This design comes from an exercise in tuning for small area, a short achievable clock period and few clock cycles per item on the open sky130 flow, not from production work.
The RTL was checked by simulation tests, not by an equivalence proof against the original design.

### flow/run.sh
#!/bin/bash
# synth_recipe.tcl (not shown) runs the flow's synth.tcl, then flattens the netlist and writes it again
# the make line also repeats each setting of config.mk as NAME=value (left out here)
make -C /OpenROAD-flow-scripts/flow DESIGN_CONFIG=/design/flow/config.mk WORK_HOME=/design/flow/orfs CLKGATE_MAP_FILE= SYNTH_SCRIPT=/design/flow/synth_recipe.tcl finish
### flow/config.mk
export PLATFORM = sky130hd
export DESIGN_NAME = nearest_neighbor_multi_metric
export DESIGN_NICKNAME = nearest_neighbor_multi_metric
export VERILOG_FILES = /design/flow/design.v
export SDC_FILE = /design/flow/constraint.sdc
export NUM_CORES = 4
export LEC_CHECK = 0
export CAP_MARGIN = 35
export CORE_MARGIN = 2
export CORE_UTILIZATION = 40
export SLEW_MARGIN = 35
### flow/constraint.sdc
create_clock -name core_clock -period 11.0 [get_ports {clk}]
set_input_delay 2.2000 -clock core_clock [delete_from_list [all_inputs] [get_ports {clk}]]
set_output_delay 2.2000 -clock core_clock [all_outputs]
set_load 0.01 [all_outputs]
### flow/design.v
`timescale 1ns / 1ps
package nnmm_pkg;
	localparam int FeatW = 16;
	localparam int ScoreW = 41;
	localparam int NormW = 40;
	localparam int ProdW = 82;
	localparam int RootW = 42;
	localparam int IdxW = 10;
	localparam int ModeW = 2;
	localparam logic [ModeW-1:0] MODE_MAN = 2'd0;
	localparam logic [ModeW-1:0] MODE_EUC = 2'd1;
	localparam logic [ModeW-1:0] MODE_COS = 2'd2;
	localparam logic [ScoreW-1:0] MAX_SCORE = {1'b0, {(ScoreW-1){1'b1}}};
	typedef struct packed {
		logic signed [ScoreW-1:0] accum;
		logic [NormW-1:0] qnorm;
		logic [NormW-1:0] rnorm;
		logic [ModeW-1:0] mode;
		logic last_row;
	} row_job_t;
endpackage
`timescale 1ns / 1ps
module nnmm_ram #(
	parameter int WIDTH = 16,
	parameter int DEPTH = 64
) (
	input  logic clk,
	input  logic we,
	input  logic [$clog2(DEPTH)-1:0] waddr,
	input  logic [WIDTH-1:0] wdata,
	input  logic [$clog2(DEPTH)-1:0] raddr,
	output logic [WIDTH-1:0] rdata
);
	logic [WIDTH-1:0] mem [DEPTH];
	always_ff @(posedge clk) begin
		if (we) begin
			mem[waddr] <= wdata;
		end
		rdata <= mem[raddr];
	end
endmodule
`timescale 1ns / 1ps
module nnmm_front #(
	parameter int VECTOR_LEN = 64
) (
	input  logic clk,
	input  logic arst_n,
	input  logic [nnmm_pkg::ModeW-1:0] mode,
	input  logic in_valid,
	output logic in_ready,
	input  logic signed [nnmm_pkg::FeatW-1:0] feature_value,
	input  logic is_query,
	input  logic last_element,
	input  logic last_row,
	output logic job_valid,
	input  logic job_ready,
	output nnmm_pkg::row_job_t job,
	output logic restart
);
	localparam int AW = (VECTOR_LEN > 1) ? $clog2(VECTOR_LEN) : 1;
	logic [AW-1:0] count_q;
	logic [nnmm_pkg::NormW-1:0] qnorm_q;
	logic signed [nnmm_pkg::ScoreW-1:0] accum_q;
	logic [nnmm_pkg::NormW-1:0] rnorm_q;
	logic accept, vec_end;
	logic [nnmm_pkg::FeatW-1:0] qraw;
	logic v_s1, q_s1, end_s1, lrow_s1, first_s1;
	logic signed [nnmm_pkg::FeatW-1:0] val_s1;
	logic [nnmm_pkg::ModeW-1:0] mode_s1;
	logic signed [nnmm_pkg::FeatW:0] diff;
	logic [nnmm_pkg::NormW-1:0] vsq, dsq;
	logic signed [nnmm_pkg::ScoreW-1:0] term, base_acc;
	logic [nnmm_pkg::NormW-1:0] base_rn, base_qn;
	logic signed [31:0] xv;
	logic row_end_s1;
	logic job_pend_q;
	nnmm_pkg::row_job_t job_data_q;
	assign row_end_s1 = v_s1 && !q_s1 && end_s1;
	assign in_ready = !row_end_s1 && (!job_pend_q || job_ready);
	assign accept = in_valid && in_ready;
	assign vec_end = last_element || (32'(count_q) >= 32'(VECTOR_LEN - 1));
	nnmm_ram #(.WIDTH(nnmm_pkg::FeatW), .DEPTH(VECTOR_LEN)) u_qram (
		.clk(clk), .we(accept && is_query), .waddr(count_q), .wdata(feature_value),
		.raddr(count_q), .rdata(qraw)
	);
	always_ff @(posedge clk or negedge arst_n) begin
		if (!arst_n) begin
			count_q <= '0;
			v_s1 <= 1'b0;
		end else begin
			if (accept) begin
				count_q <= vec_end ? '0 : count_q + AW'(1);
			end
			v_s1 <= accept;
		end
	end
	always_ff @(posedge clk) begin
		if (accept) begin
			q_s1 <= is_query;
			end_s1 <= vec_end;
			lrow_s1 <= last_row;
			first_s1 <= (count_q == '0);
			val_s1 <= feature_value;
			mode_s1 <= mode;
		end
	end
	assign diff = (nnmm_pkg::FeatW+1)'(signed'(qraw)) - (nnmm_pkg::FeatW+1)'(val_s1);
	assign xv = 32'(signed'(qraw)) * 32'(val_s1);
	assign vsq = nnmm_pkg::NormW'(32'(val_s1) * 32'(val_s1));
	assign dsq = nnmm_pkg::NormW'(33'(diff) * 33'(diff));
	assign base_acc = first_s1 ? '0 : accum_q;
	assign base_rn = first_s1 ? '0 : rnorm_q;
	assign base_qn = first_s1 ? '0 : qnorm_q;
	always_comb begin
		case (mode_s1)
			nnmm_pkg::MODE_EUC: term = nnmm_pkg::ScoreW'(dsq);
			nnmm_pkg::MODE_COS: term = nnmm_pkg::ScoreW'(xv);
			default: term = diff[nnmm_pkg::FeatW] ? -(nnmm_pkg::ScoreW'(diff))
				: nnmm_pkg::ScoreW'(diff);
		endcase
	end
	always_ff @(posedge clk or negedge arst_n) begin
		if (!arst_n) begin
			qnorm_q <= '0;
			accum_q <= '0;
			rnorm_q <= '0;
		end else if (v_s1) begin
			if (q_s1) begin
				qnorm_q <= base_qn + vsq;
			end else begin
				accum_q <= base_acc + term;
				rnorm_q <= base_rn + vsq;
			end
		end
	end
	always_ff @(posedge clk or negedge arst_n) begin
		if (!arst_n) begin
			job_pend_q <= 1'b0;
		end else if (row_end_s1) begin
			job_pend_q <= 1'b1;
		end else if (job_ready) begin
			job_pend_q <= 1'b0;
		end
	end
	always_ff @(posedge clk) begin
		if (row_end_s1) begin
			job_data_q.accum <= base_acc + term;
			job_data_q.rnorm <= base_rn + vsq;
			job_data_q.qnorm <= qnorm_q;
			job_data_q.mode <= mode_s1;
			job_data_q.last_row <= lrow_s1;
		end
	end
	assign job_valid = job_pend_q;
	assign restart = v_s1 && q_s1 && end_s1;
	assign job = job_data_q;
endmodule
`timescale 1ns / 1ps
module nnmm_back #(
	parameter int MAX_ROWS = 1024
) (
	input  logic clk,
	input  logic arst_n,
	input  logic job_valid,
	output logic job_ready,
	input  nnmm_pkg::row_job_t job,
	input  logic restart,
	output logic out_valid,
	input  logic out_ready,
	output logic signed [nnmm_pkg::ScoreW-1:0] score,
	output logic [nnmm_pkg::IdxW-1:0] row_index,
	output logic [nnmm_pkg::IdxW-1:0] best_index,
	output logic is_final
);
	typedef enum logic [5:0] {
		ST_IDLE = 6'b000001, ST_MUL = 6'b000010, ST_ROOT = 6'b000100,
		ST_DIV = 6'b001000, ST_CMP = 6'b010000, ST_OUT = 6'b100000
	} state_t;
	localparam int DW = nnmm_pkg::ScoreW + 16;
	localparam int HW = nnmm_pkg::NormW / 2;
	state_t state_q;
	nnmm_pkg::row_job_t job_q;
	logic [nnmm_pkg::ProdW-1:0] prod_q, rem_q;
	logic [nnmm_pkg::RootW-1:0] root_q;
	logic [6:0] step_q;
	logic [DW-1:0] num_q, quo_q;
	logic [DW:0] drem_q;
	logic signed [nnmm_pkg::ScoreW-1:0] score_q, best_q;
	logic [nnmm_pkg::IdxW-1:0] row_q, best_row_q;
	logic pend_restart_q;
	logic neg_q;
	logic [nnmm_pkg::ProdW+1:0] trial;
	logic [nnmm_pkg::ProdW+1:0] rem_sh;
	logic [DW:0] dsh;
	logic better;
	logic [nnmm_pkg::ScoreW:0] mag;
	logic [HW-1:0] ma, mb;
	logic [nnmm_pkg::NormW-1:0] mpart;
	logic [6:0] mshift;
	assign job_ready = (state_q == ST_IDLE);
	assign out_valid = (state_q == ST_OUT);
	assign ma = step_q[1] ? job_q.qnorm[nnmm_pkg::NormW-1:HW] : job_q.qnorm[HW-1:0];
	assign mb = step_q[0] ? job_q.rnorm[nnmm_pkg::NormW-1:HW] : job_q.rnorm[HW-1:0];
	assign mpart = {{HW{1'b0}}, ma} * {{HW{1'b0}}, mb};
	assign mshift = (step_q[1] ? 7'(HW) : 7'd0) + (step_q[0] ? 7'(HW) : 7'd0);
	assign rem_sh = {rem_q, prod_q[nnmm_pkg::ProdW-1 -: 2]};
	assign trial = {root_q, 2'b01};
	assign dsh = {drem_q[DW-1:0], num_q[DW-1]};
	assign mag = job_q.accum[nnmm_pkg::ScoreW-1] ? -{job_q.accum[nnmm_pkg::ScoreW-1],
		job_q.accum} : {1'b0, job_q.accum};
	always_comb begin
		if (row_q == '0) begin
			better = 1'b1;
		end else if (job_q.mode == nnmm_pkg::MODE_COS) begin
			better = score_q > best_q;
		end else begin
			better = score_q < best_q;
		end
	end
	always_ff @(posedge clk) begin
		case (state_q)
			ST_IDLE: begin
				if (job_valid) begin
					job_q <= job;
					score_q <= job.accum;
					prod_q <= '0;
					step_q <= 7'd0;
				end
			end
			ST_MUL: begin
				prod_q <= prod_q + (nnmm_pkg::ProdW'(mpart) << mshift);
				rem_q <= '0;
				root_q <= '0;
				step_q <= (step_q == 7'd3) ? 7'(nnmm_pkg::ProdW / 2) : step_q + 7'd1;
				neg_q <= job_q.accum[nnmm_pkg::ScoreW-1];
				num_q <= {mag[nnmm_pkg::ScoreW-1:0], 16'h0};
			end
			ST_ROOT: begin
				prod_q <= prod_q << 2;
				if (rem_sh >= trial) begin
					rem_q <= nnmm_pkg::ProdW'(rem_sh - trial);
					root_q <= {root_q[nnmm_pkg::RootW-2:0], 1'b1};
				end else begin
					rem_q <= nnmm_pkg::ProdW'(rem_sh);
					root_q <= {root_q[nnmm_pkg::RootW-2:0], 1'b0};
				end
				step_q <= (step_q == 7'd1) ? 7'(DW) : step_q - 7'd1;
				drem_q <= '0;
			end
			ST_DIV: begin
				num_q <= num_q << 1;
				if (dsh >= (DW+1)'(root_q)) begin
					drem_q <= dsh - (DW+1)'(root_q);
					quo_q <= {quo_q[DW-2:0], 1'b1};
				end else begin
					drem_q <= dsh;
					quo_q <= {quo_q[DW-2:0], 1'b0};
				end
				step_q <= step_q - 7'd1;
			end
			ST_CMP: begin
			end
			default: begin
			end
		endcase
		if (state_q == ST_DIV && step_q == 7'd1) begin
			if (root_q == '0) begin
				score_q <= '0;
			end else if ({quo_q[DW-2:0], !(dsh < (DW+1)'(root_q))} >
				DW'(nnmm_pkg::MAX_SCORE)) begin
				score_q <= neg_q ? -nnmm_pkg::MAX_SCORE : nnmm_pkg::MAX_SCORE;
			end else begin
				score_q <= neg_q ? -(nnmm_pkg::ScoreW'({quo_q[DW-2:0], !(dsh < (DW+1)'(root_q))}))
					: nnmm_pkg::ScoreW'({quo_q[DW-2:0], !(dsh < (DW+1)'(root_q))});
			end
		end
	end
	always_ff @(posedge clk or negedge arst_n) begin
		if (!arst_n) begin
			state_q <= ST_IDLE;
			row_q <= '0;
			best_row_q <= '0;
			best_q <= '0;
			pend_restart_q <= 1'b0;
		end else begin
			if (state_q == ST_IDLE && job_valid) begin
				pend_restart_q <= 1'b0;
			end else if (restart) begin
				pend_restart_q <= 1'b1;
			end
			case (state_q)
				ST_IDLE: begin
					if (job_valid) begin
						if (pend_restart_q || restart) begin
							row_q <= '0;
						end
						state_q <= (job.mode == nnmm_pkg::MODE_COS) ? ST_MUL : ST_CMP;
					end
				end
				ST_MUL: if (step_q == 7'd3) state_q <= ST_ROOT;
				ST_ROOT: if (step_q == 7'd1) state_q <= ST_DIV;
				ST_DIV: if (step_q == 7'd1) state_q <= ST_CMP;
				ST_CMP: begin
					if (better) begin
						best_q <= score_q;
						best_row_q <= row_q;
					end
					state_q <= ST_OUT;
				end
				ST_OUT: begin
					if (out_ready) begin
						state_q <= ST_IDLE;
						if (job_q.last_row) begin
							row_q <= '0;
						end else if (32'(row_q) < MAX_ROWS - 1) begin
							row_q <= row_q + 1'b1;
						end
					end
				end
				default: state_q <= ST_IDLE;
			endcase
		end
	end
	always_comb begin
		score = score_q;
		row_index = row_q;
		best_index = best_row_q;
		is_final = job_q.last_row;
	end
endmodule
`timescale 1ns / 1ps
module nearest_neighbor_multi_metric #(
	parameter int VECTOR_LEN = 64,
	parameter int MAX_ROWS = 1024
) (
	input  logic clk,
	input  logic arst_n,
	input  logic psel,
	input  logic penable,
	input  logic pwrite,
	input  logic [1:0] paddr,
	input  logic [31:0] pwdata,
	output logic [31:0] prdata,
	output logic pready,
	input  logic in_valid,
	output logic in_ready,
	input  logic signed [15:0] feature_value,
	input  logic is_query,
	input  logic last_element,
	input  logic last_row,
	output logic out_valid,
	input  logic out_ready,
	output logic signed [40:0] score,
	output logic [9:0] row_index,
	output logic [9:0] best_index,
	output logic is_final
);
	logic [nnmm_pkg::ModeW-1:0] mode_q;
	logic job_valid, job_ready, restart;
	nnmm_pkg::row_job_t job;
	assign pready = 1'b1;
	assign prdata = (paddr == 2'd0) ? 32'(mode_q) : 32'h0;
	always_ff @(posedge clk or negedge arst_n) begin
		if (!arst_n) begin
			mode_q <= nnmm_pkg::MODE_MAN;
		end else if (psel && penable && pwrite && paddr == 2'd0) begin
			mode_q <= pwdata[1:0];
		end
	end
	nnmm_front #(.VECTOR_LEN(VECTOR_LEN)) u_front (
		.clk(clk), .arst_n(arst_n), .mode(mode_q), .in_valid(in_valid),
		.in_ready(in_ready), .feature_value(feature_value), .is_query(is_query),
		.last_element(last_element), .last_row(last_row), .job_valid(job_valid),
		.job_ready(job_ready), .job(job), .restart(restart)
	);
	nnmm_back #(.MAX_ROWS(MAX_ROWS)) u_back (
		.clk(clk), .arst_n(arst_n), .job_valid(job_valid), .job_ready(job_ready),
		.job(job), .restart(restart), .out_valid(out_valid), .out_ready(out_ready),
		.score(score), .row_index(row_index), .best_index(best_index),
		.is_final(is_final)
	);
endmodule
==> run notes <==
[worst max-delay path by stage]
| stage | startpoint | endpoint | slack (ps) |
|---|---|---|---|
| final | u_front.val_s1[1] | u_front.accum_q[38] | 350 |
| after global routing | u_back.step_q[1] | u_back.prod_q[81] | -80 |
| after CTS | u_front.val_s1[1] | u_front.accum_q[40] | 3 |
| after detailed placement | u_front.val_s1[1] | u_front.accum_q[40] | -400 |
| after global placement | u_front.val_s1[1] | u_front.accum_q[40] | -400 |
| after floorplan | u_back.step_q[0] | u_back.prod_q[81] | 60 |
[cells in the mapped netlist, drive strengths merged, types with 57 or more instances]
cell,n,area (sq um)
a31oi,124,776
dfrtp,198,4950
o21a,58,435
buf,90,460
a211oi,59,443
a21oi,566,2840
nor2,888,3330
a221oi,104,928
nand2b,87,544
xor2,197,1730
nand3,124,621
edfxtp,1703,51100
inv,1494,5610
and3,62,388
nand4,144,901
clkbuf,443,1660
a22oi,365,2740
fa,1095,21900
xnor2,326,2860
o21bai,57,428
and2,131,820
ha,792,9910
mux2i,63,631
nand2,1248,4680
nor3,119,596
a21o,219,1640
nor2b,191,1190
mux2,115,1290
o21ai,455,2280
a22o,89,780
[routing by layer]
metal	track usage	vias to the layer above	share of wire
met2	0.348	2850	0.47
li1	-	43300	-
met1	0.290	46800	0.43
met5	0	-	0.00010
met3	0.0262	535	0.064
met4	0.0637	6	0.032
[state kept, by name, summed over array words and instances (netlist names), 2 cells and up]
signal / flops
u_front.u_qram.mem: 1024
u_back.job_q: 124
u_front.job_data_q: 124
u_back.prod_q: 82
u_back.rem_q: 82
u_back.drem_q: 57
u_back.quo_q: 56
u_back.root_q: 42
u_back.best_q: 41
u_back.num_q: 41
u_back.score_q: 41
u_front.accum_q: 41
u_front.qnorm_q: 40
u_front.rnorm_q: 40
u_front.u_qram.rdata: 16
u_front.val_s1: 16
u_back.best_row_q: 10
u_back.row_q: 10
u_back.step_q: 7
u_back.state_q: 6
u_front.count_q: 6
mode_q: 2
u_front.mode_s1: 2
[critical path: cells and delay by family, from the launching register on]
kind	cells	cell delay [ps]
flip-flops	1	470
AND/OR/NAND/NOR	4	490
XOR/XNOR	3	730
buffers and inverters	13	1510
adder cells (fa/ha/maj)	9	3950
multiplexers	1	270
AO/OA/AOI/OAI	18	3010
[stage by stage]
step	setup WS, ps	utilization	setup TNS, ps	hold WS (ps)
floorplan	55.8	-	0	400
global placement	-396	0.428	-2810	401
detailed placement	-399	0.428	-2950	405
CTS	3.25	0.449	0	398
global route	-76.4	0.453	-686	413
finish	355	0.453	0	396
[final cells by class]
type	instances	area [sq um]	area share
timing repair buffer	674	5720	0.0379
clock inverter	112	1210	0.00802
clock buffer	277	5750	0.0381
tap	4387	5490	0.0364
inverter	1504	5670	0.0376
antenna	7	17.5	0.000116
sequential	1918	56400	0.374
multi-input combinational	8314	70600	0.468
[cell families (layout without fill, tap and decap cells)]
family	after synthesis	after routing
other cells	2	38
mux	178	178
flops	1918	1918
buf+inv	2037	2567
compound gates	2452	2452
xor+xnor	523	523
simple gates	3243	3243
fa+ha+maj	1887	1887
[what timing repair did]
action,4_1_cts,5_1_grt
gates resized for setup,17,189
endpoints found under the setup margin,23,59
pin swaps,2,75
setup buffers,0,39
gates cloned,0,6
==> results.json <==
{
  "status": "finished clean",
  "startpoint_type": "register",
  "hp-class": "reg -> reg",
  "gp_congestion": 0.899,
  "vias_per_cell": 5.44,
  "antenna_found_initial": 15,
  "synth_seq_cells": 1918,
  "nFillCells": 30900,
  "clkLatencyLatePin_ps": 930,
  "worstSetupPathType": "reg -> reg",
  "min_period_ps": 10650,
  "fmax_mhz": 93.9,
  "ctsHtreeMaxLevel": 4,
  "dp.cells": 16800,
  "start_util": 0.401,
  "seq_area_frac_synth": 0.422,
  "ctsHoldBuffers": 0,
  "rows": 212,
  "synth-xor-area-share": 0.0343,
  "synth_area_sq_um": 134000,
  "setup_violations": 0,
  "synth_top_family_by_area": "adder cells",
  "holdCritStartpoint": "u_front.lrow_s1",
  "drc_errors": 0,
  "worstPathArrival_ps": 11400,
  "hold_violations": 0,
  "mostFrequentLayoutCells": "1703 x edfxtp_1, 1482 x inv_1, 1235 x nand2_1",
  "slew_violations": 0,
  "die_w_um": 582,
  "syn2layout_area_growth_pct": 12.9,
  "ys_types": 94,
  "reg2reg_from": "u_front.val_s1[1]",
  "clk_path_buf_depth": 4,
  "holdPathStages": 0,
  "grtUsageTotal": 0.211,
  "async_flop_share": 0.104,
  "yosys.area_share.simple": 0.111,
  "via_count": 93500,
  "synth_flop_cell": "edfxtp_1",
  "worst_r2r_endpoint": "u_front.accum_q[38]",
  "slew_headroom": 0.348,
  "cts_tree": "yes",
  "grt.overflow.total": 0,
  "synthCells": 12200,
  "maxCapViolCount": 0,
  "post-route-cell-area_sq_um": 151000,
  "cp-end-kind": "register",
  "period_share": 0.968,
  "crit_path_top_delay_cell": "fa_1",
  "syn_avg_cell_area_sq_um": 10.9,
  "synth_compound_area_frac": 0.121,
  "drtIter0Drc": 7564,
  "grt_max_degree": 126,
  "final_common_cell": "edfxtp_1",
  "core_area_sq_um": 333000,
  "grt_pass1_vias": 93500,
  "reg2reg_depth": 48,
  "tightest_slew_ps": 975,
  "final_net_count": 14600,
  "final_cells": 17200,
  "num_io_pins": 157,
  "clkTransAtPathRegs_ps": 60,
  "finClkSkew_ps": 97.8,
  "routed_wirelength_mm": 363,
  "synthMuxAreaShare": 0.0144,
  "yosysWarningCount": 4,
  "grt_first_pass_wirelength_mm": 556,
  "synth_edf_count": 1703,
  "firstDrtPassIters": 6,
  "routedWlPerCell_um": 21.1,
  "dieArea_sq_um": 339000,
  "synth-adder-area-share": 0.238,
  "placed_area_sq_um": 142000,
  "holdPathEnd": "u_front.job_data_q[0]",
  "dpl.hpwl_mm": 254,
  "crit_path_max_fanout": 4,
  "port_buffers": 95,
  "slowest_delay_ps": 540,
  "cts.sinks": 1918,
  "cts_made_buffers": 212,
  "critPathRequiredTime_ps": 11750,
  "cts_root_buffer": "clkbuf_16",
  "dieHeight_um": 582,
  "drive_gt1_frac": 0.0995,
  "r2r_slack_ps": 350,
  "antenna_left": 0
}
Testbench counts, summed over its fixed seeds: cycles 50,296, items 598.

[separate check: timing with driven ports]
Ports are ideal in the flow. The routed layout listed here was re-timed in OpenROAD.
Step 1 assumes that a clkbuf_16 drives the clock port and a buf_2 every other input.
Step 2 also shifts input and output timing later by t, the mid clock arrival at the registers, as if the neighbouring blocks saw the same clock.
Slacks: ideal / step 1 / step 2; pairs: ideal / step 1.
t, ns: 0.985
setup WS [ns]: 0.355 / 0.355 / 0.355
worst setup path at the end: register to register
slew at the worst register clock pin (ns): 0.06 / 0.06
cell pins on the clock port's net: 1
After both steps setup and hold are still met in this run. The setup slack of this run moves by 0.000 ns with the drivers and by 0.000 ns with both steps.
